Source: an optimization exercise on an open RTL-to-GDS flow (aim: small area, a short achievable clock period and few clock cycles per item). Production flows keep margins and buffers that such runs may drop.
Function was checked by simulation only, so behaviour that the tests miss may differ from the original.

==> design.v <==
`timescale 1ns / 1ps
package mcd_pkg;
    localparam int PT_W   = 11;
    localparam int CHAR_W = 8;
    localparam int DIST_W = 14;
    localparam int N_W    = 28;               
    localparam int X_W    = 29;               
    localparam logic [CHAR_W-1:0] CHAR_NEWLINE = 8'd10;
    localparam logic [CHAR_W-1:0] CHAR_MARK    = 8'd42;
    localparam logic REG_POINT_COL = 1'b0;
    localparam logic REG_POINT_ROW = 1'b1;
endpackage
`timescale 1ns / 1ps
module mcd_front (
    input  logic                         aclk,
    input  logic                         aresetn,
    input  logic                         s_tready,
    input  logic                         s_tvalid,
    input  logic [mcd_pkg::CHAR_W-1:0]   s_tdata,
    input  logic                         cfg_wen,
    input  logic                         cfg_index,
    input  logic [mcd_pkg::PT_W-1:0]     cfg_data,
    output logic                         v_o,
    output logic                         nl_o,
    output logic                         sat_o,
    output logic                         w_acc_o,
    output logic [mcd_pkg::X_W-1:0]      x_o
);
    logic [mcd_pkg::PT_W-1:0] pcol_reg, prow_reg;
    logic [mcd_pkg::PT_W-1:0] col_reg, row_reg;     
    logic                     accept, is_nl, is_mark;
    logic [mcd_pkg::PT_W:0]   ex, ey, fx, fy;
    logic [mcd_pkg::PT_W-1:0] dx, dy;
    logic                     va_reg, vb_reg, vc_reg, vd_reg;
    logic                     nla_reg, nlb_reg, nlc_reg, nld_reg;
    logic [mcd_pkg::PT_W-1:0] dxa_reg, dya_reg;
    logic [23:0]              sb_reg, cb_reg, eb_reg;
    logic                     satd_reg;
    logic [27:0]              yc0_reg, yc1_reg;
    logic [mcd_pkg::N_W-1:0]  nd_reg;
    logic [23:0]              pp_s, pp_c, pp_e;
    logic [27:0]              n_full, y0, y1;
    assign accept  = s_tvalid && s_tready;
    assign is_nl   = (s_tdata == mcd_pkg::CHAR_NEWLINE);
    assign is_mark = (s_tdata == mcd_pkg::CHAR_MARK);
    assign ex = {1'b0, pcol_reg} - {1'b0, col_reg};
    assign fx = {1'b0, col_reg} - {1'b0, pcol_reg};
    assign ey = {1'b0, prow_reg} - {1'b0, row_reg};
    assign fy = {1'b0, row_reg} - {1'b0, prow_reg};
    assign dx = ex[mcd_pkg::PT_W] ? fx[mcd_pkg::PT_W-1:0] : ex[mcd_pkg::PT_W-1:0];
    assign dy = ey[mcd_pkg::PT_W] ? fy[mcd_pkg::PT_W-1:0] : ey[mcd_pkg::PT_W-1:0];
    mcd_sqsum u_sqsum (
        .a (dxa_reg),
        .b (dya_reg),
        .s (pp_s),
        .c (pp_c),
        .e (pp_e)
    );
    mcd_x25 u_x25 (
        .s  (sb_reg),
        .c  (cb_reg),
        .e  (eb_reg),
        .y0 (y0),
        .y1 (y1)
    );
    assign n_full = yc0_reg + yc1_reg;
    always_ff @(posedge aclk) begin
        if (!aresetn) begin
            pcol_reg <= '0;
            prow_reg <= '0;
            col_reg  <= 11'd1;
            row_reg  <= 11'd1;
            va_reg   <= 1'b0;
            vb_reg   <= 1'b0;
            vc_reg   <= 1'b0;
            vd_reg   <= 1'b0;
        end else begin
            if (cfg_wen) begin
                if (cfg_index == mcd_pkg::REG_POINT_COL) pcol_reg <= cfg_data;
                else                                     prow_reg <= cfg_data;
            end
            if (accept) begin
                if (is_nl) begin
                    col_reg <= 11'd1;
                    if (!row_reg[10]) row_reg <= row_reg + 11'd1;
                end else if (!col_reg[10]) begin
                    col_reg <= col_reg + 11'd1;
                end
            end
            va_reg <= accept && (is_nl || is_mark);
            vb_reg <= va_reg;
            vc_reg <= vb_reg;
            vd_reg <= vc_reg;
        end
    end
    always_ff @(posedge aclk) begin
        nla_reg <= is_nl;
        dxa_reg <= dx;
        dya_reg <= dy;
        nlb_reg <= nla_reg;
        sb_reg  <= pp_s;
        cb_reg  <= pp_c;
        eb_reg  <= pp_e;
        nlc_reg <= nlb_reg;
        yc0_reg <= y0;
        yc1_reg <= y1;
        nld_reg <= nlc_reg;
        nd_reg  <= {n_full[25:0], 2'b00};
        satd_reg <= |n_full[27:26];
    end
    assign w_acc_o = accept && (is_nl || is_mark);
    assign v_o  = vd_reg;
    assign nl_o = nld_reg;
    assign sat_o = satd_reg;
    assign x_o  = {1'b0, nd_reg};
endmodule
module mcd_sqsum (
    input  logic [10:0] a,
    input  logic [10:0] b,
    output logic [23:0] s,
    output logic [23:0] c,
    output logic [23:0] e
);
    logic w1, w2, w3, w4, w5, w6, w7, w8, w9, w10, w11, w12, w13, w14, w15, w16, w17, w18, w19, w20, w21, w22, w23, w24, w25, w26, w27, w28, w29, w30, w31, w32, w33, w34, w35, w36, w37, w38, w39, w40, w41, w42, w43, w44, w45, w46, w47, w48, w49, w50, w51, w52, w53, w54, w55, w56, w57, w58, w59, w60, w61, w62, w63, w64, w65, w66, w67, w68, w69, w70, w71, w72, w73, w74, w75, w76, w77, w78, w79, w80, w81, w82, w83, w84, w85, w86, w87, w88, w89, w90, w91, w92, w93, w94, w95, w96, w97, w98, w99, w100, w101, w102, w103, w104, w105, w106, w107, w108, w109, w110, w111, w112, w113, w114, w115, w116, w117, w118, w119, w120, w121, w122, w123, w124, w125, w126, w127, w128, w129, w130, w131, w132, w133, w134, w135, w136, w137, w138, w139, w140, w141, w142, w143, w144, w145, w146, w147, w148, w149, w150, w151, w152, w153, w154, w155, w156, w157, w158, w159, w160, w161, w162, w163, w164;
    assign w1 = (a[0] & a[7]) ^ (a[1] & a[6]);
    assign w2 = (a[0] & a[7]) & (a[1] & a[6]);
    assign w3 = (a[0] & a[9]) ^ (a[1] & a[8]) ^ (a[2] & a[7]);
    assign w4 = ((a[0] & a[9]) & (a[1] & a[8])) | ((a[0] & a[9]) & (a[2] & a[7])) | ((a[1] & a[8]) & (a[2] & a[7]));
    assign w5 = (a[3] & a[6]) ^ (a[4] & a[5]);
    assign w6 = (a[3] & a[6]) & (a[4] & a[5]);
    assign w7 = (a[0] & a[10]) ^ (a[1] & a[9]) ^ (a[2] & a[8]);
    assign w8 = ((a[0] & a[10]) & (a[1] & a[9])) | ((a[0] & a[10]) & (a[2] & a[8])) | ((a[1] & a[9]) & (a[2] & a[8]));
    assign w9 = (a[3] & a[7]) ^ (a[4] & a[6]);
    assign w10 = (a[3] & a[7]) & (a[4] & a[6]);
    assign w11 = (a[1] & a[10]) ^ (a[2] & a[9]) ^ (a[3] & a[8]);
    assign w12 = ((a[1] & a[10]) & (a[2] & a[9])) | ((a[1] & a[10]) & (a[3] & a[8])) | ((a[2] & a[9]) & (a[3] & a[8]));
    assign w13 = (a[4] & a[7]) ^ (a[5] & a[6]) ^ a[6];
    assign w14 = ((a[4] & a[7]) & (a[5] & a[6])) | ((a[4] & a[7]) & a[6]) | ((a[5] & a[6]) & a[6]);
    assign w15 = (b[1] & b[10]) ^ (b[2] & b[9]);
    assign w16 = (b[1] & b[10]) & (b[2] & b[9]);
    assign w17 = (a[2] & a[10]) ^ (a[3] & a[9]) ^ (a[4] & a[8]);
    assign w18 = ((a[2] & a[10]) & (a[3] & a[9])) | ((a[2] & a[10]) & (a[4] & a[8])) | ((a[3] & a[9]) & (a[4] & a[8]));
    assign w19 = (a[3] & a[10]) ^ (a[4] & a[9]) ^ (a[5] & a[8]);
    assign w20 = ((a[3] & a[10]) & (a[4] & a[9])) | ((a[3] & a[10]) & (a[5] & a[8])) | ((a[4] & a[9]) & (a[5] & a[8]));
    assign w21 = (a[0] & a[5]) ^ (a[1] & a[4]) ^ (a[2] & a[3]);
    assign w22 = ((a[0] & a[5]) & (a[1] & a[4])) | ((a[0] & a[5]) & (a[2] & a[3])) | ((a[1] & a[4]) & (a[2] & a[3]));
    assign w23 = (a[0] & a[6]) ^ (a[1] & a[5]);
    assign w24 = (a[0] & a[6]) & (a[1] & a[5]);
    assign w25 = w1 ^ (a[2] & a[5]) ^ (a[3] & a[4]);
    assign w26 = (w1 & (a[2] & a[5])) | (w1 & (a[3] & a[4])) | ((a[2] & a[5]) & (a[3] & a[4]));
    assign w27 = a[4] ^ (b[0] & b[7]) ^ (b[1] & b[6]);
    assign w28 = (a[4] & (b[0] & b[7])) | (a[4] & (b[1] & b[6])) | ((b[0] & b[7]) & (b[1] & b[6]));
    assign w29 = w2 ^ (a[0] & a[8]) ^ (a[1] & a[7]);
    assign w30 = (w2 & (a[0] & a[8])) | (w2 & (a[1] & a[7])) | ((a[0] & a[8]) & (a[1] & a[7]));
    assign w31 = (a[2] & a[6]) ^ (a[3] & a[5]) ^ (b[0] & b[8]);
    assign w32 = ((a[2] & a[6]) & (a[3] & a[5])) | ((a[2] & a[6]) & (b[0] & b[8])) | ((a[3] & a[5]) & (b[0] & b[8]));
    assign w33 = (b[1] & b[7]) ^ (b[2] & b[6]);
    assign w34 = (b[1] & b[7]) & (b[2] & b[6]);
    assign w35 = w3 ^ w5 ^ a[5];
    assign w36 = (w3 & w5) | (w3 & a[5]) | (w5 & a[5]);
    assign w37 = (b[0] & b[9]) ^ (b[1] & b[8]) ^ (b[2] & b[7]);
    assign w38 = ((b[0] & b[9]) & (b[1] & b[8])) | ((b[0] & b[9]) & (b[2] & b[7])) | ((b[1] & b[8]) & (b[2] & b[7]));
    assign w39 = (b[3] & b[6]) ^ (b[4] & b[5]) ^ b[5];
    assign w40 = ((b[3] & b[6]) & (b[4] & b[5])) | ((b[3] & b[6]) & b[5]) | ((b[4] & b[5]) & b[5]);
    assign w41 = w4 ^ w6 ^ w7;
    assign w42 = (w4 & w6) | (w4 & w7) | (w6 & w7);
    assign w43 = w9 ^ (b[0] & b[10]) ^ (b[1] & b[9]);
    assign w44 = (w9 & (b[0] & b[10])) | (w9 & (b[1] & b[9])) | ((b[0] & b[10]) & (b[1] & b[9]));
    assign w45 = (b[2] & b[8]) ^ (b[3] & b[7]) ^ (b[4] & b[6]);
    assign w46 = ((b[2] & b[8]) & (b[3] & b[7])) | ((b[2] & b[8]) & (b[4] & b[6])) | ((b[3] & b[7]) & (b[4] & b[6]));
    assign w47 = w8 ^ w10 ^ w11;
    assign w48 = (w8 & w10) | (w8 & w11) | (w10 & w11);
    assign w49 = w13 ^ w15 ^ (b[3] & b[8]);
    assign w50 = (w13 & w15) | (w13 & (b[3] & b[8])) | (w15 & (b[3] & b[8]));
    assign w51 = (b[4] & b[7]) ^ (b[5] & b[6]) ^ b[6];
    assign w52 = ((b[4] & b[7]) & (b[5] & b[6])) | ((b[4] & b[7]) & b[6]) | ((b[5] & b[6]) & b[6]);
    assign w53 = w12 ^ w14 ^ w16;
    assign w54 = (w12 & w14) | (w12 & w16) | (w14 & w16);
    assign w55 = w17 ^ (a[5] & a[7]) ^ (b[2] & b[10]);
    assign w56 = (w17 & (a[5] & a[7])) | (w17 & (b[2] & b[10])) | ((a[5] & a[7]) & (b[2] & b[10]));
    assign w57 = (b[3] & b[9]) ^ (b[4] & b[8]) ^ (b[5] & b[7]);
    assign w58 = ((b[3] & b[9]) & (b[4] & b[8])) | ((b[3] & b[9]) & (b[5] & b[7])) | ((b[4] & b[8]) & (b[5] & b[7]));
    assign w59 = w18 ^ w19 ^ (a[6] & a[7]);
    assign w60 = (w18 & w19) | (w18 & (a[6] & a[7])) | (w19 & (a[6] & a[7]));
    assign w61 = a[7] ^ (b[3] & b[10]) ^ (b[4] & b[9]);
    assign w62 = (a[7] & (b[3] & b[10])) | (a[7] & (b[4] & b[9])) | ((b[3] & b[10]) & (b[4] & b[9]));
    assign w63 = (b[5] & b[8]) ^ (b[6] & b[7]) ^ b[7];
    assign w64 = ((b[5] & b[8]) & (b[6] & b[7])) | ((b[5] & b[8]) & b[7]) | ((b[6] & b[7]) & b[7]);
    assign w65 = w20 ^ (a[4] & a[10]) ^ (a[5] & a[9]);
    assign w66 = (w20 & (a[4] & a[10])) | (w20 & (a[5] & a[9])) | ((a[4] & a[10]) & (a[5] & a[9]));
    assign w67 = (a[6] & a[8]) ^ (b[4] & b[10]) ^ (b[5] & b[9]);
    assign w68 = ((a[6] & a[8]) & (b[4] & b[10])) | ((a[6] & a[8]) & (b[5] & b[9])) | ((b[4] & b[10]) & (b[5] & b[9]));
    assign w69 = (a[5] & a[10]) ^ (a[6] & a[9]) ^ (a[7] & a[8]);
    assign w70 = ((a[5] & a[10]) & (a[6] & a[9])) | ((a[5] & a[10]) & (a[7] & a[8])) | ((a[6] & a[9]) & (a[7] & a[8]));
    assign w71 = a[8] ^ (b[5] & b[10]) ^ (b[6] & b[9]);
    assign w72 = (a[8] & (b[5] & b[10])) | (a[8] & (b[6] & b[9])) | ((b[5] & b[10]) & (b[6] & b[9]));
    assign w73 = (a[0] & a[3]) ^ (a[1] & a[2]) ^ a[2];
    assign w74 = ((a[0] & a[3]) & (a[1] & a[2])) | ((a[0] & a[3]) & a[2]) | ((a[1] & a[2]) & a[2]);
    assign w75 = (a[0] & a[4]) ^ (a[1] & a[3]);
    assign w76 = (a[0] & a[4]) & (a[1] & a[3]);
    assign w77 = w21 ^ a[3] ^ (b[0] & b[5]);
    assign w78 = (w21 & a[3]) | (w21 & (b[0] & b[5])) | (a[3] & (b[0] & b[5]));
    assign w79 = (b[1] & b[4]) ^ (b[2] & b[3]);
    assign w80 = (b[1] & b[4]) & (b[2] & b[3]);
    assign w81 = w22 ^ w23 ^ (a[2] & a[4]);
    assign w82 = (w22 & w23) | (w22 & (a[2] & a[4])) | (w23 & (a[2] & a[4]));
    assign w83 = (b[0] & b[6]) ^ (b[1] & b[5]) ^ (b[2] & b[4]);
    assign w84 = ((b[0] & b[6]) & (b[1] & b[5])) | ((b[0] & b[6]) & (b[2] & b[4])) | ((b[1] & b[5]) & (b[2] & b[4]));
    assign w85 = w24 ^ w25 ^ w27;
    assign w86 = (w24 & w25) | (w24 & w27) | (w25 & w27);
    assign w87 = (b[2] & b[5]) ^ (b[3] & b[4]) ^ b[4];
    assign w88 = ((b[2] & b[5]) & (b[3] & b[4])) | ((b[2] & b[5]) & b[4]) | ((b[3] & b[4]) & b[4]);
    assign w89 = w26 ^ w28 ^ w29;
    assign w90 = (w26 & w28) | (w26 & w29) | (w28 & w29);
    assign w91 = w31 ^ w33 ^ (b[3] & b[5]);
    assign w92 = (w31 & w33) | (w31 & (b[3] & b[5])) | (w33 & (b[3] & b[5]));
    assign w93 = w30 ^ w32 ^ w34;
    assign w94 = (w30 & w32) | (w30 & w34) | (w32 & w34);
    assign w95 = w35 ^ w37 ^ w39;
    assign w96 = (w35 & w37) | (w35 & w39) | (w37 & w39);
    assign w97 = w36 ^ w38 ^ w40;
    assign w98 = (w36 & w38) | (w36 & w40) | (w38 & w40);
    assign w99 = w41 ^ w43 ^ w45;
    assign w100 = (w41 & w43) | (w41 & w45) | (w43 & w45);
    assign w101 = w42 ^ w44 ^ w46;
    assign w102 = (w42 & w44) | (w42 & w46) | (w44 & w46);
    assign w103 = w47 ^ w49 ^ w51;
    assign w104 = (w47 & w49) | (w47 & w51) | (w49 & w51);
    assign w105 = w48 ^ w50 ^ w52;
    assign w106 = (w48 & w50) | (w48 & w52) | (w50 & w52);
    assign w107 = w53 ^ w55 ^ w57;
    assign w108 = (w53 & w55) | (w53 & w57) | (w55 & w57);
    assign w109 = w54 ^ w56 ^ w58;
    assign w110 = (w54 & w56) | (w54 & w58) | (w56 & w58);
    assign w111 = w59 ^ w61 ^ w63;
    assign w112 = (w59 & w61) | (w59 & w63) | (w61 & w63);
    assign w113 = w60 ^ w62 ^ w64;
    assign w114 = (w60 & w62) | (w60 & w64) | (w62 & w64);
    assign w115 = w65 ^ w67 ^ (b[6] & b[8]);
    assign w116 = (w65 & w67) | (w65 & (b[6] & b[8])) | (w67 & (b[6] & b[8]));
    assign w117 = w66 ^ w68 ^ w69;
    assign w118 = (w66 & w68) | (w66 & w69) | (w68 & w69);
    assign w119 = w71 ^ (b[7] & b[8]) ^ b[8];
    assign w120 = (w71 & (b[7] & b[8])) | (w71 & b[8]) | ((b[7] & b[8]) & b[8]);
    assign w121 = w70 ^ w72 ^ (a[6] & a[10]);
    assign w122 = (w70 & w72) | (w70 & (a[6] & a[10])) | (w72 & (a[6] & a[10]));
    assign w123 = (a[7] & a[9]) ^ (b[6] & b[10]) ^ (b[7] & b[9]);
    assign w124 = ((a[7] & a[9]) & (b[6] & b[10])) | ((a[7] & a[9]) & (b[7] & b[9])) | ((b[6] & b[10]) & (b[7] & b[9]));
    assign w125 = (a[7] & a[10]) ^ (a[8] & a[9]) ^ a[9];
    assign w126 = ((a[7] & a[10]) & (a[8] & a[9])) | ((a[7] & a[10]) & a[9]) | ((a[8] & a[9]) & a[9]);
    assign w127 = (b[7] & b[10]) ^ (b[8] & b[9]) ^ b[9];
    assign w128 = ((b[7] & b[10]) & (b[8] & b[9])) | ((b[7] & b[10]) & b[9]) | ((b[8] & b[9]) & b[9]);
    assign w129 = (a[0] & a[1]) ^ a[1];
    assign w130 = (a[0] & a[1]) & a[1];
    assign w131 = w73 ^ (b[0] & b[3]);
    assign w132 = w73 & (b[0] & b[3]);
    assign w133 = w74 ^ w75 ^ (b[0] & b[4]);
    assign w134 = (w74 & w75) | (w74 & (b[0] & b[4])) | (w75 & (b[0] & b[4]));
    assign w135 = w76 ^ w77 ^ w79;
    assign w136 = (w76 & w77) | (w76 & w79) | (w77 & w79);
    assign w137 = w78 ^ w80 ^ w81;
    assign w138 = (w78 & w80) | (w78 & w81) | (w80 & w81);
    assign w139 = w82 ^ w84 ^ w85;
    assign w140 = (w82 & w84) | (w82 & w85) | (w84 & w85);
    assign w141 = w86 ^ w88 ^ w89;
    assign w142 = (w86 & w88) | (w86 & w89) | (w88 & w89);
    assign w143 = w90 ^ w92 ^ w93;
    assign w144 = (w90 & w92) | (w90 & w93) | (w92 & w93);
    assign w145 = w94 ^ w96 ^ w97;
    assign w146 = (w94 & w96) | (w94 & w97) | (w96 & w97);
    assign w147 = w98 ^ w100 ^ w101;
    assign w148 = (w98 & w100) | (w98 & w101) | (w100 & w101);
    assign w149 = w102 ^ w104 ^ w105;
    assign w150 = (w102 & w104) | (w102 & w105) | (w104 & w105);
    assign w151 = w106 ^ w108 ^ w109;
    assign w152 = (w106 & w108) | (w106 & w109) | (w108 & w109);
    assign w153 = w110 ^ w112 ^ w113;
    assign w154 = (w110 & w112) | (w110 & w113) | (w112 & w113);
    assign w155 = w114 ^ w116 ^ w117;
    assign w156 = (w114 & w116) | (w114 & w117) | (w116 & w117);
    assign w157 = w118 ^ w120 ^ w121;
    assign w158 = (w118 & w120) | (w118 & w121) | (w120 & w121);
    assign w159 = w122 ^ w124 ^ w125;
    assign w160 = (w122 & w124) | (w122 & w125) | (w124 & w125);
    assign w161 = w126 ^ w128 ^ (a[8] & a[10]);
    assign w162 = (w126 & w128) | (w126 & (a[8] & a[10])) | (w128 & (a[8] & a[10]));
    assign w163 = (a[9] & a[10]) ^ a[10] ^ (b[9] & b[10]);
    assign w164 = ((a[9] & a[10]) & a[10]) | ((a[9] & a[10]) & (b[9] & b[10])) | (a[10] & (b[9] & b[10]));
    assign s = {1'b0, 1'b0, w164, w162, w160, w158, w156, w154, w152, w150, w148, w146, w144, w142, w140, w138, w136, w134, w132, w131, w130, w129, 1'b0, a[0]};
    assign c = {1'b0, 1'b0, 1'b0, w163, w161, w159, w157, w155, w153, w151, w149, w147, w145, w143, w141, w139, w137, w135, w133, (b[1] & b[2]), (a[0] & a[2]), (b[0] & b[1]), 1'b0, b[0]};
    assign e = {1'b0, 1'b0, 1'b0, b[10], (b[8] & b[10]), w127, w123, w119, w115, w111, w107, w103, w99, w95, w91, w87, w83, b[3], (b[1] & b[3]), b[2], (b[0] & b[2]), b[1], 1'b0, 1'b0};
endmodule
module mcd_x25 (
    input  logic [23:0] s,
    input  logic [23:0] c,
    input  logic [23:0] e,
    output logic [27:0] y0,
    output logic [27:0] y1
);
    logic w1, w2, w3, w4, w5, w6, w7, w8, w9, w10, w11, w12, w13, w14, w15, w16, w17, w18, w19, w20, w21, w22, w23, w24, w25, w26, w27, w28, w29, w30, w31, w32, w33, w34, w35, w36, w37, w38, w39, w40, w41, w42, w43, w44, w45, w46, w47, w48, w49, w50, w51, w52, w53, w54, w55, w56, w57, w58, w59, w60, w61, w62, w63, w64, w65, w66, w67, w68, w69, w70, w71, w72, w73, w74, w75, w76, w77, w78, w79, w80, w81, w82, w83, w84, w85, w86, w87, w88, w89, w90, w91, w92, w93, w94, w95, w96, w97, w98, w99, w100, w101, w102, w103, w104, w105, w106, w107, w108, w109, w110, w111, w112, w113, w114, w115, w116, w117, w118, w119, w120, w121, w122, w123, w124, w125, w126, w127, w128, w129, w130, w131, w132, w133, w134, w135, w136, w137, w138, w139, w140, w141, w142, w143, w144, w145, w146, w147, w148, w149, w150, w151, w152, w153, w154, w155, w156, w157, w158, w159, w160, w161, w162, w163, w164, w165, w166, w167, w168, w169, w170, w171, w172, w173, w174, w175, w176, w177, w178, w179, w180, w181, w182, w183, w184, w185, w186, w187, w188, w189, w190, w191, w192, w193, w194, w195, w196, w197, w198, w199, w200, w201, w202, w203, w204, w205, w206, w207, w208, w209, w210, w211, w212, w213, w214, w215, w216, w217, w218, w219, w220, w221, w222, w223, w224, w225, w226, w227, w228, w229, w230, w231, w232;
    assign w1 = s[0] ^ c[0] ^ e[0];
    assign w2 = (s[0] & c[0]) | (s[0] & e[0]) | (c[0] & e[0]);
    assign w3 = s[1] ^ c[1] ^ e[1];
    assign w4 = (s[1] & c[1]) | (s[1] & e[1]) | (c[1] & e[1]);
    assign w5 = s[2] ^ c[2] ^ e[2];
    assign w6 = (s[2] & c[2]) | (s[2] & e[2]) | (c[2] & e[2]);
    assign w7 = s[3] ^ c[3] ^ e[3];
    assign w8 = (s[3] & c[3]) | (s[3] & e[3]) | (c[3] & e[3]);
    assign w9 = s[4] ^ c[4] ^ e[4];
    assign w10 = (s[4] & c[4]) | (s[4] & e[4]) | (c[4] & e[4]);
    assign w11 = s[5] ^ c[5] ^ e[5];
    assign w12 = (s[5] & c[5]) | (s[5] & e[5]) | (c[5] & e[5]);
    assign w13 = s[6] ^ c[6] ^ e[6];
    assign w14 = (s[6] & c[6]) | (s[6] & e[6]) | (c[6] & e[6]);
    assign w15 = s[7] ^ c[7] ^ e[7];
    assign w16 = (s[7] & c[7]) | (s[7] & e[7]) | (c[7] & e[7]);
    assign w17 = s[8] ^ c[8] ^ e[8];
    assign w18 = (s[8] & c[8]) | (s[8] & e[8]) | (c[8] & e[8]);
    assign w19 = s[9] ^ c[9] ^ e[9];
    assign w20 = (s[9] & c[9]) | (s[9] & e[9]) | (c[9] & e[9]);
    assign w21 = s[10] ^ c[10] ^ e[10];
    assign w22 = (s[10] & c[10]) | (s[10] & e[10]) | (c[10] & e[10]);
    assign w23 = s[11] ^ c[11] ^ e[11];
    assign w24 = (s[11] & c[11]) | (s[11] & e[11]) | (c[11] & e[11]);
    assign w25 = s[12] ^ c[12] ^ e[12];
    assign w26 = (s[12] & c[12]) | (s[12] & e[12]) | (c[12] & e[12]);
    assign w27 = s[13] ^ c[13] ^ e[13];
    assign w28 = (s[13] & c[13]) | (s[13] & e[13]) | (c[13] & e[13]);
    assign w29 = s[14] ^ c[14] ^ e[14];
    assign w30 = (s[14] & c[14]) | (s[14] & e[14]) | (c[14] & e[14]);
    assign w31 = s[15] ^ c[15] ^ e[15];
    assign w32 = (s[15] & c[15]) | (s[15] & e[15]) | (c[15] & e[15]);
    assign w33 = s[16] ^ c[16] ^ e[16];
    assign w34 = (s[16] & c[16]) | (s[16] & e[16]) | (c[16] & e[16]);
    assign w35 = s[17] ^ c[17] ^ e[17];
    assign w36 = (s[17] & c[17]) | (s[17] & e[17]) | (c[17] & e[17]);
    assign w37 = s[18] ^ c[18] ^ e[18];
    assign w38 = (s[18] & c[18]) | (s[18] & e[18]) | (c[18] & e[18]);
    assign w39 = s[19] ^ c[19] ^ e[19];
    assign w40 = (s[19] & c[19]) | (s[19] & e[19]) | (c[19] & e[19]);
    assign w41 = s[20] ^ c[20] ^ e[20];
    assign w42 = (s[20] & c[20]) | (s[20] & e[20]) | (c[20] & e[20]);
    assign w43 = s[21] ^ c[21] ^ e[21];
    assign w44 = (s[21] & c[21]) | (s[21] & e[21]) | (c[21] & e[21]);
    assign w45 = s[22] ^ c[22] ^ e[22];
    assign w46 = (s[22] & c[22]) | (s[22] & e[22]) | (c[22] & e[22]);
    assign w47 = s[23] ^ c[23] ^ e[23];
    assign w48 = (s[23] & c[23]) | (s[23] & e[23]) | (c[23] & e[23]);
    assign w49 = w1 ^ w3;
    assign w50 = w1 & w3;
    assign w51 = w3 ^ w5 ^ w11;
    assign w52 = (w3 & w5) | (w3 & w11) | (w5 & w11);
    assign w53 = w2 ^ w4;
    assign w54 = w2 & w4;
    assign w55 = w5 ^ w7 ^ w13;
    assign w56 = (w5 & w7) | (w5 & w13) | (w7 & w13);
    assign w57 = w4 ^ w6 ^ w12;
    assign w58 = (w4 & w6) | (w4 & w12) | (w6 & w12);
    assign w59 = w7 ^ w9 ^ w15;
    assign w60 = (w7 & w9) | (w7 & w15) | (w9 & w15);
    assign w61 = w6 ^ w8 ^ w14;
    assign w62 = (w6 & w8) | (w6 & w14) | (w8 & w14);
    assign w63 = w9 ^ w11 ^ w17;
    assign w64 = (w9 & w11) | (w9 & w17) | (w11 & w17);
    assign w65 = w8 ^ w10 ^ w16;
    assign w66 = (w8 & w10) | (w8 & w16) | (w10 & w16);
    assign w67 = w11 ^ w13 ^ w19;
    assign w68 = (w11 & w13) | (w11 & w19) | (w13 & w19);
    assign w69 = w10 ^ w12 ^ w18;
    assign w70 = (w10 & w12) | (w10 & w18) | (w12 & w18);
    assign w71 = w13 ^ w15 ^ w21;
    assign w72 = (w13 & w15) | (w13 & w21) | (w15 & w21);
    assign w73 = w12 ^ w14 ^ w20;
    assign w74 = (w12 & w14) | (w12 & w20) | (w14 & w20);
    assign w75 = w15 ^ w17 ^ w23;
    assign w76 = (w15 & w17) | (w15 & w23) | (w17 & w23);
    assign w77 = w14 ^ w16 ^ w22;
    assign w78 = (w14 & w16) | (w14 & w22) | (w16 & w22);
    assign w79 = w17 ^ w19 ^ w25;
    assign w80 = (w17 & w19) | (w17 & w25) | (w19 & w25);
    assign w81 = w16 ^ w18 ^ w24;
    assign w82 = (w16 & w18) | (w16 & w24) | (w18 & w24);
    assign w83 = w19 ^ w21 ^ w27;
    assign w84 = (w19 & w21) | (w19 & w27) | (w21 & w27);
    assign w85 = w18 ^ w20 ^ w26;
    assign w86 = (w18 & w20) | (w18 & w26) | (w20 & w26);
    assign w87 = w21 ^ w23 ^ w29;
    assign w88 = (w21 & w23) | (w21 & w29) | (w23 & w29);
    assign w89 = w20 ^ w22 ^ w28;
    assign w90 = (w20 & w22) | (w20 & w28) | (w22 & w28);
    assign w91 = w23 ^ w25 ^ w31;
    assign w92 = (w23 & w25) | (w23 & w31) | (w25 & w31);
    assign w93 = w22 ^ w24 ^ w30;
    assign w94 = (w22 & w24) | (w22 & w30) | (w24 & w30);
    assign w95 = w25 ^ w27 ^ w33;
    assign w96 = (w25 & w27) | (w25 & w33) | (w27 & w33);
    assign w97 = w24 ^ w26 ^ w32;
    assign w98 = (w24 & w26) | (w24 & w32) | (w26 & w32);
    assign w99 = w27 ^ w29 ^ w35;
    assign w100 = (w27 & w29) | (w27 & w35) | (w29 & w35);
    assign w101 = w26 ^ w28 ^ w34;
    assign w102 = (w26 & w28) | (w26 & w34) | (w28 & w34);
    assign w103 = w29 ^ w31 ^ w37;
    assign w104 = (w29 & w31) | (w29 & w37) | (w31 & w37);
    assign w105 = w28 ^ w30 ^ w36;
    assign w106 = (w28 & w30) | (w28 & w36) | (w30 & w36);
    assign w107 = w31 ^ w33 ^ w39;
    assign w108 = (w31 & w33) | (w31 & w39) | (w33 & w39);
    assign w109 = w30 ^ w32 ^ w38;
    assign w110 = (w30 & w32) | (w30 & w38) | (w32 & w38);
    assign w111 = w33 ^ w35 ^ w41;
    assign w112 = (w33 & w35) | (w33 & w41) | (w35 & w41);
    assign w113 = w32 ^ w34 ^ w40;
    assign w114 = (w32 & w34) | (w32 & w40) | (w34 & w40);
    assign w115 = w35 ^ w37 ^ w43;
    assign w116 = (w35 & w37) | (w35 & w43) | (w37 & w43);
    assign w117 = w34 ^ w36 ^ w42;
    assign w118 = (w34 & w36) | (w34 & w42) | (w36 & w42);
    assign w119 = w37 ^ w39 ^ w45;
    assign w120 = (w37 & w39) | (w37 & w45) | (w39 & w45);
    assign w121 = w36 ^ w38 ^ w44;
    assign w122 = (w36 & w38) | (w36 & w44) | (w38 & w44);
    assign w123 = w39 ^ w41 ^ w47;
    assign w124 = (w39 & w41) | (w39 & w47) | (w41 & w47);
    assign w125 = w38 ^ w40 ^ w46;
    assign w126 = (w38 & w40) | (w38 & w46) | (w40 & w46);
    assign w127 = w41 ^ w43 ^ w40;
    assign w128 = (w41 & w43) | (w41 & w40) | (w43 & w40);
    assign w129 = w42 ^ w48;
    assign w130 = w42 & w48;
    assign w131 = w43 ^ w45 ^ w42;
    assign w132 = (w43 & w45) | (w43 & w42) | (w45 & w42);
    assign w133 = w45 ^ w47;
    assign w134 = w45 & w47;
    assign w135 = w49 ^ w9;
    assign w136 = w49 & w9;
    assign w137 = w50 ^ w51 ^ w53;
    assign w138 = (w50 & w51) | (w50 & w53) | (w51 & w53);
    assign w139 = w52 ^ w54 ^ w55;
    assign w140 = (w52 & w54) | (w52 & w55) | (w54 & w55);
    assign w141 = w56 ^ w58 ^ w59;
    assign w142 = (w56 & w58) | (w56 & w59) | (w58 & w59);
    assign w143 = w60 ^ w62 ^ w63;
    assign w144 = (w60 & w62) | (w60 & w63) | (w62 & w63);
    assign w145 = w64 ^ w66 ^ w67;
    assign w146 = (w64 & w66) | (w64 & w67) | (w66 & w67);
    assign w147 = w68 ^ w70 ^ w71;
    assign w148 = (w68 & w70) | (w68 & w71) | (w70 & w71);
    assign w149 = w72 ^ w74 ^ w75;
    assign w150 = (w72 & w74) | (w72 & w75) | (w74 & w75);
    assign w151 = w76 ^ w78 ^ w79;
    assign w152 = (w76 & w78) | (w76 & w79) | (w78 & w79);
    assign w153 = w80 ^ w82 ^ w83;
    assign w154 = (w80 & w82) | (w80 & w83) | (w82 & w83);
    assign w155 = w84 ^ w86 ^ w87;
    assign w156 = (w84 & w86) | (w84 & w87) | (w86 & w87);
    assign w157 = w88 ^ w90 ^ w91;
    assign w158 = (w88 & w90) | (w88 & w91) | (w90 & w91);
    assign w159 = w92 ^ w94 ^ w95;
    assign w160 = (w92 & w94) | (w92 & w95) | (w94 & w95);
    assign w161 = w96 ^ w98 ^ w99;
    assign w162 = (w96 & w98) | (w96 & w99) | (w98 & w99);
    assign w163 = w100 ^ w102 ^ w103;
    assign w164 = (w100 & w102) | (w100 & w103) | (w102 & w103);
    assign w165 = w104 ^ w106 ^ w107;
    assign w166 = (w104 & w106) | (w104 & w107) | (w106 & w107);
    assign w167 = w108 ^ w110 ^ w111;
    assign w168 = (w108 & w110) | (w108 & w111) | (w110 & w111);
    assign w169 = w112 ^ w114 ^ w115;
    assign w170 = (w112 & w114) | (w112 & w115) | (w114 & w115);
    assign w171 = w116 ^ w118 ^ w119;
    assign w172 = (w116 & w118) | (w116 & w119) | (w118 & w119);
    assign w173 = w120 ^ w122 ^ w123;
    assign w174 = (w120 & w122) | (w120 & w123) | (w122 & w123);
    assign w175 = w124 ^ w126 ^ w127;
    assign w176 = (w124 & w126) | (w124 & w127) | (w126 & w127);
    assign w177 = w128 ^ w130 ^ w131;
    assign w178 = (w128 & w130) | (w128 & w131) | (w130 & w131);
    assign w179 = w132 ^ w133 ^ w44;
    assign w180 = (w132 & w133) | (w132 & w44) | (w133 & w44);
    assign w181 = w134 ^ w47 ^ w46;
    assign w182 = (w134 & w47) | (w134 & w46) | (w47 & w46);
    assign w183 = w1 ^ w7;
    assign w184 = w1 & w7;
    assign w185 = w135 ^ w2 ^ w8;
    assign w186 = (w135 & w2) | (w135 & w8) | (w2 & w8);
    assign w187 = w136 ^ w137 ^ w10;
    assign w188 = (w136 & w137) | (w136 & w10) | (w137 & w10);
    assign w189 = w138 ^ w139 ^ w57;
    assign w190 = (w138 & w139) | (w138 & w57) | (w139 & w57);
    assign w191 = w140 ^ w141 ^ w61;
    assign w192 = (w140 & w141) | (w140 & w61) | (w141 & w61);
    assign w193 = w142 ^ w143 ^ w65;
    assign w194 = (w142 & w143) | (w142 & w65) | (w143 & w65);
    assign w195 = w144 ^ w145 ^ w69;
    assign w196 = (w144 & w145) | (w144 & w69) | (w145 & w69);
    assign w197 = w146 ^ w147 ^ w73;
    assign w198 = (w146 & w147) | (w146 & w73) | (w147 & w73);
    assign w199 = w148 ^ w149 ^ w77;
    assign w200 = (w148 & w149) | (w148 & w77) | (w149 & w77);
    assign w201 = w150 ^ w151 ^ w81;
    assign w202 = (w150 & w151) | (w150 & w81) | (w151 & w81);
    assign w203 = w152 ^ w153 ^ w85;
    assign w204 = (w152 & w153) | (w152 & w85) | (w153 & w85);
    assign w205 = w154 ^ w155 ^ w89;
    assign w206 = (w154 & w155) | (w154 & w89) | (w155 & w89);
    assign w207 = w156 ^ w157 ^ w93;
    assign w208 = (w156 & w157) | (w156 & w93) | (w157 & w93);
    assign w209 = w158 ^ w159 ^ w97;
    assign w210 = (w158 & w159) | (w158 & w97) | (w159 & w97);
    assign w211 = w160 ^ w161 ^ w101;
    assign w212 = (w160 & w161) | (w160 & w101) | (w161 & w101);
    assign w213 = w162 ^ w163 ^ w105;
    assign w214 = (w162 & w163) | (w162 & w105) | (w163 & w105);
    assign w215 = w164 ^ w165 ^ w109;
    assign w216 = (w164 & w165) | (w164 & w109) | (w165 & w109);
    assign w217 = w166 ^ w167 ^ w113;
    assign w218 = (w166 & w167) | (w166 & w113) | (w167 & w113);
    assign w219 = w168 ^ w169 ^ w117;
    assign w220 = (w168 & w169) | (w168 & w117) | (w169 & w117);
    assign w221 = w170 ^ w171 ^ w121;
    assign w222 = (w170 & w171) | (w170 & w121) | (w171 & w121);
    assign w223 = w172 ^ w173 ^ w125;
    assign w224 = (w172 & w173) | (w172 & w125) | (w173 & w125);
    assign w225 = w174 ^ w175 ^ w129;
    assign w226 = (w174 & w175) | (w174 & w129) | (w175 & w129);
    assign w227 = w176 ^ w177 ^ w44;
    assign w228 = (w176 & w177) | (w176 & w44) | (w177 & w44);
    assign w229 = w178 ^ w179 ^ w46;
    assign w230 = (w178 & w179) | (w178 & w46) | (w179 & w46);
    assign w231 = w180 ^ w181 ^ w48;
    assign w232 = (w180 & w181) | (w180 & w48) | (w181 & w48);
    assign y0 = {w230, w228, w226, w224, w222, w220, w218, w216, w214, w212, w210, w208, w206, w204, w202, w200, w198, w196, w194, w192, w190, w188, w186, w184, w183, w5, w3, w1};
    assign y1 = {w231, w229, w227, w225, w223, w221, w219, w217, w215, w213, w211, w209, w207, w205, w203, w201, w199, w197, w195, w193, w191, w189, w187, w185, w6, w4, w2, 1'b0};
endmodule
`timescale 1ns / 1ps
module mcd_sqrt_step #(
    parameter int K = 0
) (
    input  logic [mcd_pkg::X_W-1:0] x,
    input  logic [15:0]             u,
    output logic [mcd_pkg::X_W-1:0] y,
    output logic [15:0]             u_o
);
    localparam int RW = K + 5;      
    localparam int DW = K + 6;      
    logic [13:0]   q;
    logic [RW-1:0] rp;
    logic [DW-1:0] d1, d2, d3;
    logic [1:0]    dig;
    logic [K+2:0]  rn;
    logic [15:0]   um, up;
    assign q  = 14'(x >> (mcd_pkg::X_W - K));
    assign rp = x[mcd_pkg::X_W-1-K -: RW];
    assign d1 = DW'(rp) - DW'({q, 3'b001});        
    assign d2 = DW'(rp) - DW'({q, 4'b0100});       
    assign d3 = DW'(rp) - DW'({u, 3'b001});        
    assign um = u - 16'd1;
    assign up = u + 16'd1;
    always_comb begin
        if (!d3[DW-1]) begin
            dig = 2'd3;
            rn  = d3[K+2:0];
            u_o = {up[13:0], 2'b10};
        end else if (!d2[DW-1]) begin
            dig = 2'd2;
            rn  = d2[K+2:0];
            u_o = {u[13:0], 2'b11};
        end else if (!d1[DW-1]) begin
            dig = 2'd1;
            rn  = d1[K+2:0];
            u_o = {u[13:0], 2'b00};
        end else begin
            dig = 2'd0;
            rn  = rp[K+2:0];
            u_o = {um[13:0], 2'b01};
        end
    end
    assign y = (mcd_pkg::X_W'({q, dig}) << (mcd_pkg::X_W - 2 - K))
             | (mcd_pkg::X_W'(rn) << (24 - 2 * K))
             | (x & ((mcd_pkg::X_W'(1) << (24 - 2 * K)) - mcd_pkg::X_W'(1)));
endmodule
module mcd_sqrt_cell #(
    parameter int K = 0
) (
    input  logic                     aclk,
    input  logic                     aresetn,
    input  logic                     v_i,
    input  logic                     nl_i,
    input  logic                     sat_i,
    input  logic [mcd_pkg::X_W-1:0]  x_i,
    input  logic [15:0]              u_i,
    output logic                     v_o,
    output logic                     nl_o,
    output logic                     sat_o,
    output logic [mcd_pkg::X_W-1:0]  x_o,
    output logic [15:0]              u_o
);
    logic                     v_reg, nl_reg, sat_reg;
    logic [mcd_pkg::X_W-1:0]  x_reg, x_next;
    logic [K+3:0]             u_reg;
    logic [15:0]              u_next;
    mcd_sqrt_step #(.K(K)) u_step (.x(x_i), .u(u_i), .y(x_next), .u_o(u_next));
    always_ff @(posedge aclk) begin
        if (!aresetn) v_reg <= 1'b0;
        else          v_reg <= v_i;
    end
    always_ff @(posedge aclk) begin
        nl_reg <= nl_i;
        sat_reg <= sat_i;
        x_reg  <= x_next;
        u_reg  <= u_next[K+3:0];
    end
    assign v_o  = v_reg;
    assign nl_o = nl_reg;
    assign sat_o = sat_reg;
    assign x_o  = x_reg;
    assign u_o  = 16'(u_reg);
endmodule
`timescale 1ns / 1ps
module mcd_out #(
    parameter int QN = 7,                  
    parameter int QB = (QN > 1) ? $clog2(QN) : 1
) (
    input  logic                        aclk,
    input  logic                        aresetn,
    input  logic                        w_acc,       
    input  logic                        v_i,
    input  logic                        nl_i,
    input  logic                        sat_i,       
    input  logic [mcd_pkg::X_W-1:0]     x_i,
    input  logic                        m_tready,
    output logic                        s_tready,
    output logic                        m_tvalid,
    output logic [15:0]                 m_tdata,
    output logic [0:0]                  m_tuser
);
    localparam int CW = $clog2(QN + 2);
    logic [13:0]   q, q1;
    logic [14:0]   r;
    logic          up;
    logic [14:0]   word_next, word;    
    logic          wv_reg;
    logic          h_valid, rdy_reg, take, h_free;
    logic [14:0]   h_word;
    logic [14:0]   mem [QN];
    logic [QB-1:0] wp, rp;
    logic [QB:0]   qcnt;
    logic [CW-1:0] cnt, cnt_next;
    logic          q_empty, push, pop;
    assign q  = x_i[28:15];
    assign r  = x_i[14:0];
    assign q1 = q + 14'd1;
    assign up = (r > {1'b0, q});
    always_comb begin
        if (nl_i)                       word_next = {1'b1, 14'd0};
        else if (sat_i || (up && (&q))) word_next = {1'b0, 14'h3FFF};
        else if (up)                    word_next = {1'b0, q1};
        else                            word_next = {1'b0, q};
    end
    always_ff @(posedge aclk) begin
        if (!aresetn) wv_reg <= 1'b0;
        else          wv_reg <= v_i;
    end
    always_ff @(posedge aclk) begin
        word <= word_next;
    end
    assign take    = h_valid && m_tready;
    assign h_free  = !h_valid || take;
    assign q_empty = (qcnt == '0);
    assign pop     = h_free && !q_empty;
    assign push    = wv_reg && !(h_free && q_empty);
    always_comb begin
        cnt_next = cnt;
        if (w_acc && !take)      cnt_next = cnt + CW'(1);
        else if (!w_acc && take) cnt_next = cnt - CW'(1);
    end
    always_ff @(posedge aclk) begin
        if (!aresetn) begin
            h_valid <= 1'b0;
            rdy_reg <= 1'b1;
            cnt     <= '0;
            wp      <= '0;
            rp      <= '0;
            qcnt    <= '0;
        end else begin
            if (h_free) h_valid <= wv_reg || !q_empty;
            rdy_reg <= (cnt_next <= CW'(QN));
            cnt     <= cnt_next;
            if (push) wp <= (wp == QB'(QN - 1)) ? '0 : wp + QB'(1);
            if (pop)  rp <= (rp == QB'(QN - 1)) ? '0 : rp + QB'(1);
            if (push && !pop)      qcnt <= qcnt + (QB+1)'(1);
            else if (pop && !push) qcnt <= qcnt - (QB+1)'(1);
        end
    end
    always_ff @(posedge aclk) begin
        if (h_free) h_word <= q_empty ? word : mem[rp];
        if (push)   mem[wp] <= word;
    end
    assign s_tready = rdy_reg;
    assign m_tvalid = h_valid;
    assign m_tdata  = {2'b00, h_word[13:0]};
    assign m_tuser  = h_word[14];
endmodule
`timescale 1ns / 1ps
module marked_cell_distance #(
    parameter int MAX_COLS = 1024,
    parameter int MAX_ROWS = 1024
) (
    input  logic                        aclk,
    input  logic                        aresetn,
    input  logic                        s_tvalid,
    output logic                        s_tready,
    input  logic [7:0]                  s_tdata,    
    output logic                        m_tvalid,
    input  logic                        m_tready,
    output logic [15:0]                 m_tdata,    
    output logic [0:0]                  m_tuser,    
    input  logic                        cfg_wen,
    input  logic                        cfg_index,
    input  logic [mcd_pkg::PT_W-1:0]    cfg_data
);
    localparam int NS = 7;     
    logic                                w_acc;
    logic [NS:0]                         v_c, nl_c, sat_c;
    logic [NS:0][mcd_pkg::X_W-1:0]       x_c;
    logic [NS:0][15:0]                   u_c;
    assign u_c[0] = 16'd1;      
    mcd_front u_front (
        .aclk      (aclk),
        .aresetn   (aresetn),
        .s_tready  (s_tready),
        .s_tvalid  (s_tvalid),
        .s_tdata   (s_tdata),
        .cfg_wen   (cfg_wen),
        .cfg_index (cfg_index),
        .cfg_data  (cfg_data),
        .v_o       (v_c[0]),
        .nl_o      (nl_c[0]),
        .sat_o     (sat_c[0]),
        .w_acc_o   (w_acc),
        .x_o       (x_c[0])
    );
    for (genvar i = 0; i < NS; i++) begin : g_cell
        mcd_sqrt_cell #(
            .K (2 * i)
        ) u_cell (
            .aclk    (aclk),
            .aresetn (aresetn),
            .v_i     (v_c[i]),
            .nl_i    (nl_c[i]),
            .sat_i   (sat_c[i]),
            .x_i     (x_c[i]),
            .u_i     (u_c[i]),
            .v_o     (v_c[i+1]),
            .nl_o    (nl_c[i+1]),
            .sat_o   (sat_c[i+1]),
            .x_o     (x_c[i+1]),
            .u_o     (u_c[i+1])
        );
    end
    mcd_out u_out (
        .aclk     (aclk),
        .aresetn  (aresetn),
        .v_i      (v_c[NS]),
        .nl_i     (nl_c[NS]),
        .sat_i    (sat_c[NS]),
        .x_i      (x_c[NS]),
        .m_tready (m_tready),
        .w_acc    (w_acc),
        .s_tready (s_tready),
        .m_tvalid (m_tvalid),
        .m_tdata  (m_tdata),
        .m_tuser  (m_tuser)
    );
endmodule
==> run.sh <==
#!/bin/bash
# synth_recipe.tcl (not shown) runs the flow's synth.tcl, then flattens the netlist and writes it again
# the make line also repeats each setting of config.mk as NAME=value (left out here)
make -C /OpenROAD-flow-scripts/flow DESIGN_CONFIG=/design/flow/config.mk WORK_HOME=/design/flow/orfs CLKGATE_MAP_FILE= SYNTH_SCRIPT=/design/flow/synth_recipe.tcl finish
==> config.mk <==
export PLATFORM = sky130hd
export DESIGN_NAME = marked_cell_distance
export DESIGN_NICKNAME = marked_cell_distance
export VERILOG_FILES = /design/flow/design.v
export SDC_FILE = /design/flow/constraint.sdc
export NUM_CORES = 4
export LEC_CHECK = 0
export ABC_AREA = 1
export ABC_CLOCK_PERIOD_IN_PS = 2500
export CAP_MARGIN = 20
export CORE_MARGIN = 2
export CORE_UTILIZATION = 40
export SETUP_SLACK_MARGIN = 3.8
export SLEW_MARGIN = 20
export TNS_END_PERCENT = 5
==> constraint.sdc <==
create_clock -name core_clock -period 6.5 [get_ports {aclk}]
set_input_delay 1.3000 -clock core_clock [delete_from_list [all_inputs] [get_ports {aclk}]]
set_output_delay 1.3000 -clock core_clock [all_outputs]
set_load 0.01 [all_outputs]
==> flow_results.xml, run 1 <==
<?xml version="1.0" encoding="UTF-8"?>
<metrics>
  <group name="routing">
    <metric name="routedWlPerCell" unit="um">14.4</metric>
    <metric name="route.detailed.drc" unit="">0</metric>
    <metric name="routed_vias" unit="">29361</metric>
    <metric name="drt-pass1-iter-count" unit="">7</metric>
    <metric name="routed_wl" unit="mm">88.0</metric>
    <metric name="initial_drt_markers" unit="">1702</metric>
    <metric name="ant_nets" unit="">0</metric>
    <metric name="avgViaCountPerCell" unit="">4.79</metric>
  </group>
  <group name="worst_setup_path">
    <metric name="r2r.worst_path.cells" unit="">8</metric>
    <metric name="crit_path_dat" unit="ns">3.03</metric>
    <metric name="end_kind" unit="">register</metric>
    <metric name="crit-reg2reg-launch" unit="">u_front.dxa_reg[8]</metric>
    <metric name="setup.worst_path.class" unit="">primary input to register</metric>
    <metric name="crit_path_start_kind" unit="">primary input</metric>
    <metric name="rrSetupSlack" unit="ns">3.73</metric>
    <metric name="critical_path.reg2reg.endpoint" unit="">u_front.cb_reg[11]</metric>
    <metric name="worstPathRequired" unit="ns">6.72</metric>
    <metric name="crit_fanout" unit="">18</metric>
  </group>
  <group name="timing">
    <metric name="hold_viol" unit="">0</metric>
    <metric name="maxSlewViolCount" unit="">0</metric>
    <metric name="clock_skew" unit="ns">0.0255</metric>
    <metric name="period_share" unit="%">43.3</metric>
    <metric name="setup-violations-final" unit="">0</metric>
    <metric name="post-route-min-period" unit="ns">2.81</metric>
    <metric name="rsz0062_at_grt" unit="">yes</metric>
    <metric name="fin_setup_tns" unit="ns">0</metric>
    <metric name="max-slew-margin-rel" unit="%">29.0</metric>
    <metric name="tightestPinTransition" unit="ns">1.06</metric>
    <metric name="fmaxAchievable" unit="MHz">356</metric>
  </group>
  <group name="synth">
    <metric name="synth_top_cells_by_area" unit="">dfxtp_1 (27%), nand2_1 (13%), ha_1 (9.6%)</metric>
    <metric name="synth_enable_flop_cells" unit="">120</metric>
    <metric name="post-synth-top-area-fraction" unit="%">27.2</metric>
    <metric name="netlist_instances" unit="">4811</metric>
    <metric name="ys_seq_elements" unit="">632</metric>
    <metric name="syn-cell-area" unit="sq um">37700</metric>
    <metric name="synthDominantAreaCellType" unit="">dfxtp_1</metric>
    <metric name="post_synth_most_frequent_cells" unit="">nand2_1 (1,307), inv_1 (776), dfxtp_1 (512)</metric>
    <metric name="number_of_unique_standard_cell_types_used_by_synthesis" unit="">61</metric>
    <metric name="yosysWarnings" unit="">16</metric>
    <metric name="post-synth-top-count-cell" unit="">nand2_1</metric>
    <metric name="async_reset_ff_share" unit="%">0</metric>
    <metric name="synth.yosys.seq_area_share" unit="%">36.8</metric>
    <metric name="synth_area_per_cell" unit="sq um">7.83</metric>
    <metric name="synth_ff_type" unit="">dfxtp_1</metric>
  </group>
  <group name="grt">
    <metric name="number_of_global_route_vias_before_repair" unit="">28169</metric>
    <metric name="first_pass_grt_wire_length" unit="mm">143</metric>
    <metric name="grt_remaining_overflow" unit="">0</metric>
    <metric name="number_of_antenna_violations_at_the_first_check_in_global_routing" unit="">1</metric>
    <metric name="globalRouteTotalUtil" unit="%">17.9</metric>
    <metric name="pin_count_of_the_biggest_net_entering_global_routing" unit="">50</metric>
  </group>
  <group name="floorplanning">
    <metric name="floorplan.initialDensity" unit="%">40.3</metric>
    <metric name="std_cell_rows" unit="">112</metric>
    <metric name="core" unit="sq um">93300</metric>
    <metric name="pin_count" unit="">44</metric>
    <metric name="floorplan.die.width" unit="um">311</metric>
    <metric name="chipHeight" unit="um">311</metric>
    <metric name="floorplan.die_area" unit="sq um">96600</metric>
  </group>
  <group name="worst_hold_path">
    <metric name="hold-path-cell-count" unit="">0</metric>
    <metric name="worstHoldStart" unit="">u_front.nd_reg[6]</metric>
    <metric name="min_delay_worst_endpoint" unit="">g_cell[0].u_cell.x_reg[6]</metric>
    <metric name="timing.hold.worst.class" unit="">register to register</metric>
  </group>
  <group name="job">
    <metric name="max_cap_violations" unit="">0</metric>
  </group>
  <group name="clock_network">
    <metric name="tritoncts" unit="">built</metric>
    <metric name="clk_pin_slew_worst_paths" unit="ns">0.06</metric>
    <metric name="cts_htree_levels" unit="">3</metric>
    <metric name="cts-buffers-inserted" unit="">71</metric>
    <metric name="post_cts_hold_buffer_count" unit="">0</metric>
    <metric name="clock-sinks" unit="">632</metric>
    <metric name="ctsLongestPathBuffers" unit="">3</metric>
    <metric name="worst_skew_pair.late_latency" unit="ns">0.61</metric>
    <metric name="clk_root_buffer_cell" unit="">clkbuf_16</metric>
  </group>
  <group name="placed_design">
    <metric name="place_congestion" unit="">0.902</metric>
    <metric name="dp_hpwl" unit="mm">67.6</metric>
    <metric name="numPortBuffers" unit="">41</metric>
    <metric name="placed_cells" unit="">5995</metric>
  </group>
  <group name="final_layout">
    <metric name="fin_cells" unit="">6126</metric>
    <metric name="syn2layout_area_growth" unit="%">10.5</metric>
    <metric name="share_of_layout_cells_above_drive_strength_1" unit="%">4.80</metric>
    <metric name="diode_count" unit="">0</metric>
    <metric name="largest_register_ffs" unit="">189</metric>
    <metric name="final_net_count" unit="">5283</metric>
    <metric name="n_fill_cell" unit="">9318</metric>
  </group>
  <group name="run_status">
    <metric name="run_status" unit="">no timing/DRC/antenna violations</metric>
  </group>
</metrics>
critical path, cell delays in order:
cell	delay [ns]
clkdlybuf4s50_1	0.46
nor2_4	0.16
inv_6	0.10
nand2_2	0.10
nand2_4	0.09
nor4_4	0.81
logic make-up (layout without fill, tap and decap cells):
| kind of cell | Yosys count | in the layout | synth area share, % |
|---|---|---|---|
| xor gates and xnor gates | 211 | 211 | 4.91 |
| AOI/OAI and AO/OA | 521 | 521 | 7.80 |
| other | 1 | 2 | 0.00996 |
| and+or+nand+nor | 2100 | 2100 | 23.4 |
| buffers and inverters | 906 | 966 | 9.45 |
| adders and majority gates | 440 | 440 | 17.6 |
| DFF | 632 | 632 | 36.8 |
repair_timing:
action	CTS	global route
pin swaps	1	1
endpoints found under the setup margin	138	222
buffers inserted	1	2
resized for setup	8	19
gates cloned	0	1
cells in the final DEF (no fill, tap or decap), types with 22 or more instances in the layout:
master	instances
inv_1	772
nand4_1	52
edfxtp_1	120
a21oi_1	222
nand3_1	285
o211ai_1	22
nor2_1	325
nand2_1	1303
dfxtp_1	499
ha_1	290
clkbuf_16	72
nor3_1	38
xor2_1	178
o21ai_0	157
clkdlybuf4s50_1	41
xnor2_1	33
fa_1	150
a31oi_1	25
through the flow:
step / util (%) / hold slack [ns] / setup slack, ns / cell area, sq um
after floorplan: - / 0.310 / 3.79 / 37800
after detailed placement: 42.0 / 0.312 / 2.98 / 39200
after global placement: 42.0 / 0.310 / 3.04 / 39200
after global routing: 44.6 / 0.322 / 3.59 / 41600
final: 44.6 / 0.306 / 3.69 / 41600
after CTS: 44.5 / 0.316 / 3.60 / 41500
how the worst max path moves through the flow:
stage                                    end  cells past startpoint  slack, ns               start
after floorplan           u_front.cb_reg[11]                      9       3.79  u_front.dxa_reg[0]
after global placement      u_out.mem[0][13]                      8       3.04            m_tready
after detailed placement    u_out.mem[0][12]                      8       2.98            m_tready
after CTS                 u_front.cb_reg[15]                      8       3.60  u_front.dxa_reg[4]
after global routing      u_front.cb_reg[11]                      8       3.59  u_front.dxa_reg[8]
final                        u_out.mem[6][1]                      6       3.69            m_tready
final cells by class:
type                       instances  area [sq um]  area share, %
timing repair buffer              49           483           1.16
clock inverter                    31           302          0.725
sequential                       632         13900           33.4
multi-input combinational       3274         20300           48.9
clock buffer                      96          2030           4.89
tap                             1254          1570           3.77
timing repair inverter             1          5.00         0.0120
inverter                         789          2980           7.17
metal layers:
layer  vias up  global-route usage, %  part of all wire, %
met2       522                   30.6                   47
met5         -                      0                    0
li1      15196                      -                    -
met1     13488                   23.8                   46
met3       155                   2.07                  3.6
met4         0                   5.39                  2.7
Testbench counts, summed over its fixed seeds: cycles 32,247, items 32,000.
==> run 2, diff against run 1 <==
--- a/config.mk
+++ b/config.mk
@@ -6,5 +6,4 @@
 export NUM_CORES = 4
 export LEC_CHECK = 0
-export ABC_AREA = 1
 export ABC_CLOCK_PERIOD_IN_PS = 2500
 export CAP_MARGIN = 20
==> flow_results.xml, run 2 <==
<?xml version="1.0" encoding="UTF-8"?>
<metrics>
  <group name="run_status">
    <metric name="run_status" unit="">no timing/DRC/antenna violations</metric>
  </group>
  <group name="placed_design">
    <metric name="placed_cells" unit="">4525</metric>
    <metric name="place_congestion" unit="">0.866</metric>
    <metric name="numPortBuffers" unit="">41</metric>
    <metric name="dp_hpwl" unit="mm">55.9</metric>
    <metric name="placed_cell_area" unit="sq um">35800</metric>
  </group>
  <group name="final_layout">
    <metric name="layout_commonest_cell" unit="">dfxtp_1</metric>
    <metric name="largest_register_ffs" unit="">189</metric>
    <metric name="n_fill_cell" unit="">8058</metric>
    <metric name="final_net_count" unit="">3949</metric>
    <metric name="layout.cells.most_common_list" unit="">dfxtp_1 (498), inv_1 (403), ha_1 (290)</metric>
    <metric name="postLayoutCellArea" unit="sq um">38900</metric>
    <metric name="share_of_layout_cells_above_drive_strength_1" unit="%">8.11</metric>
    <metric name="fin_cells" unit="">4683</metric>
    <metric name="diode_count" unit="">0</metric>
    <metric name="syn2layout_area_growth" unit="%">14.0</metric>
  </group>
  <group name="worst_setup_path">
    <metric name="crit_path_frequent_cell" unit="">nand4_1</metric>
    <metric name="crit_path_start_kind" unit="">primary input</metric>
    <metric name="critical-path-top-delay-family" unit="">simple AND/OR/NAND/NOR gates</metric>
    <metric name="setup.worst_path.class" unit="">primary input to register</metric>
    <metric name="crit_path_dat" unit="ns">3.46</metric>
    <metric name="slowest_stage" unit="">clkdlybuf4s50_1</metric>
    <metric name="critical_path.cell_chain" unit="">clkdlybuf4s50_1, nor4b_4, nand4_1, or2_4, nor2_4, nand4_1, or3_1, a21boi_1</metric>
    <metric name="worstPathRequired" unit="ns">7.04</metric>
    <metric name="crit_fanout" unit="">6</metric>
    <metric name="critical-path-max-stage-delay" unit="ns">0.45</metric>
    <metric name="end_kind" unit="">register</metric>
    <metric name="timing.critical_path.buf_inv" unit="">1</metric>
  </group>
  <group name="timing">
    <metric name="hold-worst-slack" unit="ns">0.311</metric>
    <metric name="rsz0062_at_grt" unit="">yes</metric>
    <metric name="clock_skew" unit="ns">0.0262</metric>
    <metric name="post-route-min-period" unit="ns">2.92</metric>
    <metric name="hold_viol" unit="">0</metric>
    <metric name="period_share" unit="%">44.9</metric>
    <metric name="maxSlewViolCount" unit="">0</metric>
    <metric name="tightestPinTransition" unit="ns">1.00</metric>
    <metric name="max-slew-margin-rel" unit="%">33.0</metric>
    <metric name="fin_setup_tns" unit="ns">0</metric>
    <metric name="setup-violations-final" unit="">0</metric>
    <metric name="fmaxAchievable" unit="MHz">342</metric>
  </group>
  <group name="grt">
    <metric name="pin_count_of_the_biggest_net_entering_global_routing" unit="">65</metric>
    <metric name="grt_remaining_overflow" unit="">0</metric>
    <metric name="globalRouteTotalUtil" unit="%">16.9</metric>
    <metric name="number_of_antenna_violations_at_the_first_check_in_global_routing" unit="">0</metric>
    <metric name="number_of_global_route_vias_before_repair" unit="">22770</metric>
    <metric name="first_pass_grt_wire_length" unit="mm">119</metric>
  </group>
  <group name="synth">
    <metric name="synth_enable_flop_cells" unit="">120</metric>
    <metric name="yosysWarnings" unit="">16</metric>
    <metric name="syn-cell-area" unit="sq um">34100</metric>
    <metric name="post_synth_most_frequent_cells" unit="">dfxtp_1 (512), inv_1 (404), ha_1 (290)</metric>
    <metric name="ys_seq_elements" unit="">632</metric>
    <metric name="netlist_instances" unit="">3415</metric>
    <metric name="async_reset_ff_share" unit="%">0</metric>
    <metric name="synth_ff_type" unit="">dfxtp_1</metric>
    <metric name="number_of_unique_standard_cell_types_used_by_synthesis" unit="">84</metric>
    <metric name="synth.yosys.seq_area_share" unit="%">40.6</metric>
    <metric name="synth_area_per_cell" unit="sq um">10.0</metric>
    <metric name="post-synth-top-area-fraction" unit="%">30.0</metric>
    <metric name="synthDominantAreaCellType" unit="">dfxtp_1</metric>
    <metric name="post-synth-top-count-cell" unit="">dfxtp_1</metric>
    <metric name="synth_top_cells_by_area" unit="">dfxtp_1 (30%), ha_1 (11%), edfxtp_1 (11%)</metric>
  </group>
  <group name="clock_network">
    <metric name="clock-sinks" unit="">632</metric>
    <metric name="cts_htree_levels" unit="">3</metric>
    <metric name="ctsLongestPathBuffers" unit="">3</metric>
    <metric name="clk_pin_slew_worst_paths" unit="ns">0.06</metric>
    <metric name="worst_skew_pair.late_latency" unit="ns">0.61</metric>
    <metric name="cts-buffers-inserted" unit="">68</metric>
    <metric name="clk_root_buffer_cell" unit="">clkbuf_16</metric>
    <metric name="post_cts_hold_buffer_count" unit="">0</metric>
    <metric name="tritoncts" unit="">built</metric>
  </group>
  <group name="floorplanning">
    <metric name="chipHeight" unit="um">296</metric>
    <metric name="pin_count" unit="">44</metric>
    <metric name="floorplan.initialDensity" unit="%">40.2</metric>
    <metric name="floorplan.die_area" unit="sq um">87700</metric>
    <metric name="core" unit="sq um">84900</metric>
    <metric name="floorplan.die.width" unit="um">296</metric>
    <metric name="std_cell_rows" unit="">107</metric>
  </group>
  <group name="routing">
    <metric name="drt-pass1-iter-count" unit="">5</metric>
    <metric name="ant_nets" unit="">0</metric>
    <metric name="routed_vias" unit="">23430</metric>
    <metric name="routed_wl" unit="mm">74.8</metric>
    <metric name="route.detailed.drc" unit="">0</metric>
    <metric name="routedWlPerCell" unit="um">16.0</metric>
    <metric name="avgViaCountPerCell" unit="">5.00</metric>
    <metric name="initial_drt_markers" unit="">1153</metric>
  </group>
  <group name="job">
    <metric name="max_cap_violations" unit="">0</metric>
  </group>
  <group name="worst_hold_path">
    <metric name="timing.hold.worst.class" unit="">register to register</metric>
  </group>
</metrics>
-- run 2: changes by cell type after synthesis, moves of 39 or more --
cell      change
nand2_1    -1076
nor2b_1      +44
nor2_1      -163
a21o_1       +39
a21boi_0     +39
inv_1       -372
xor2_1      -113
nand3_1     -231
nor3_1       +45
mux2i_1      +74
a21oi_1      -48
and2_1      +117
xnor2_1     +123
-- run 2: worst reg2reg max path, delay by kind of cell (launching register included) --
family                     cells  cell delay (ns)
adders and majority gates      4             1.84
DFF                            1             0.59
buffers and inverters          3             0.20
and+or+nand+nor                1             0.12
-- run 2: worst paths after layout --
check                           slack [ns]                          to                        from  cells after the start
worst max-delay path                  3.58          u_front.row_reg[7]                  s_tdata[6]                      8
worst min-delay path                  0.31  g_cell[1].u_cell.x_reg[19]  g_cell[0].u_cell.x_reg[19]                      0
worst max register to register        3.60          u_front.cb_reg[11]          u_front.dxa_reg[2]                      8
worst min register to register        0.31  g_cell[1].u_cell.x_reg[19]  g_cell[0].u_cell.x_reg[19]                      0
-- run 2: area by class of cell --
cell class	instances	area (sq um)	area share (%)
flip-flops and latches	632	13900	35.7
clock inverters	35	492	1.26
repair buffers	83	797	2.05
multi-input cells	2295	18900	48.5
well taps	1144	1430	3.68
clock buffers	90	1910	4.91
inverters	404	1520	3.91
-- run 2: routing by layer --
layer	share of wire, %	wire (um)	global-route usage (%)	vias to the layer above
met5	0	0	0	-
met4	2.9	2140	5.05	0
met3	3.4	2520	2.50	130
met2	48	35900	28.9	404
met1	46	34200	22.1	11073
li1	-	-	-	11823
-- run 2: cells by family after synthesis --
group                    Yosys count  synth area share [%]
multiplexers                      96                  3.39
AND/OR/NAND/NOR                  872                  12.8
XOR/XNOR                         221                  5.67
other                              1                0.0110
adder cells (fa/ha/maj)          440                  19.4
buffers and inverters            492                  5.52
AO/OA/AOI/OAI                    661                  12.6
flip-flops                       632                  40.6
-- run 2: stage by stage --
step / utilization [%] / setup WS (ns)
global route: 45.8 / 3.46
global placement: 42.2 / 2.79
CTS: 45.3 / 3.47
finish: 45.8 / 3.58
floorplan: - / 3.54
detailed placement: 42.2 / 2.76
-- run 2: what timing repair did --
| item | 4_1_cts | 5_1_grt |
|---|---|---|
| setup buffers | 8 | 19 |
| gates cloned | 1 | 4 |
| gates resized for setup | 31 | 63 |
| endpoints found under the setup margin | 245 | 296 |
| pin swaps | 10 | 17 |

-- static timing again, ports no longer ideal --
The flow's constraints put no driver on any port. The routed layouts listed below were extracted and timed again, unchanged, in two steps.
Step 1 (the two cells are an assumption about what drives the block):
set clk [get_ports {aclk}]
set_driving_cell -lib_cell sky130_fd_sc_hd__clkbuf_16 $clk
set_driving_cell -lib_cell sky130_fd_sc_hd__buf_2 [delete_from_list [all_inputs] $clk]
Step 2 times the ports against the registers' clock, not the clock port: input delays grow and output delays shrink by t, the midpoint of the rising clock arrivals with the driver on.
Three values: ideal, step 1, step 2; two values: the first two.
run	shift t [ns]	setup slack, ns	worst setup path at the end	worst register clock-pin slew, ns	cell pins on the clock port's net
run 1	0.674	3.689 / 3.627 / 3.064	input to register	0.06 / 0.06	1
run 2	0.661	3.579 / 3.561 / 2.962	input to register	0.06 / 0.06	1
After both steps every run listed still meets setup and hold. For run 1, which loses most, drivers alone change the setup slack by -0.062 ns; drivers and shift together by -0.625 ns.
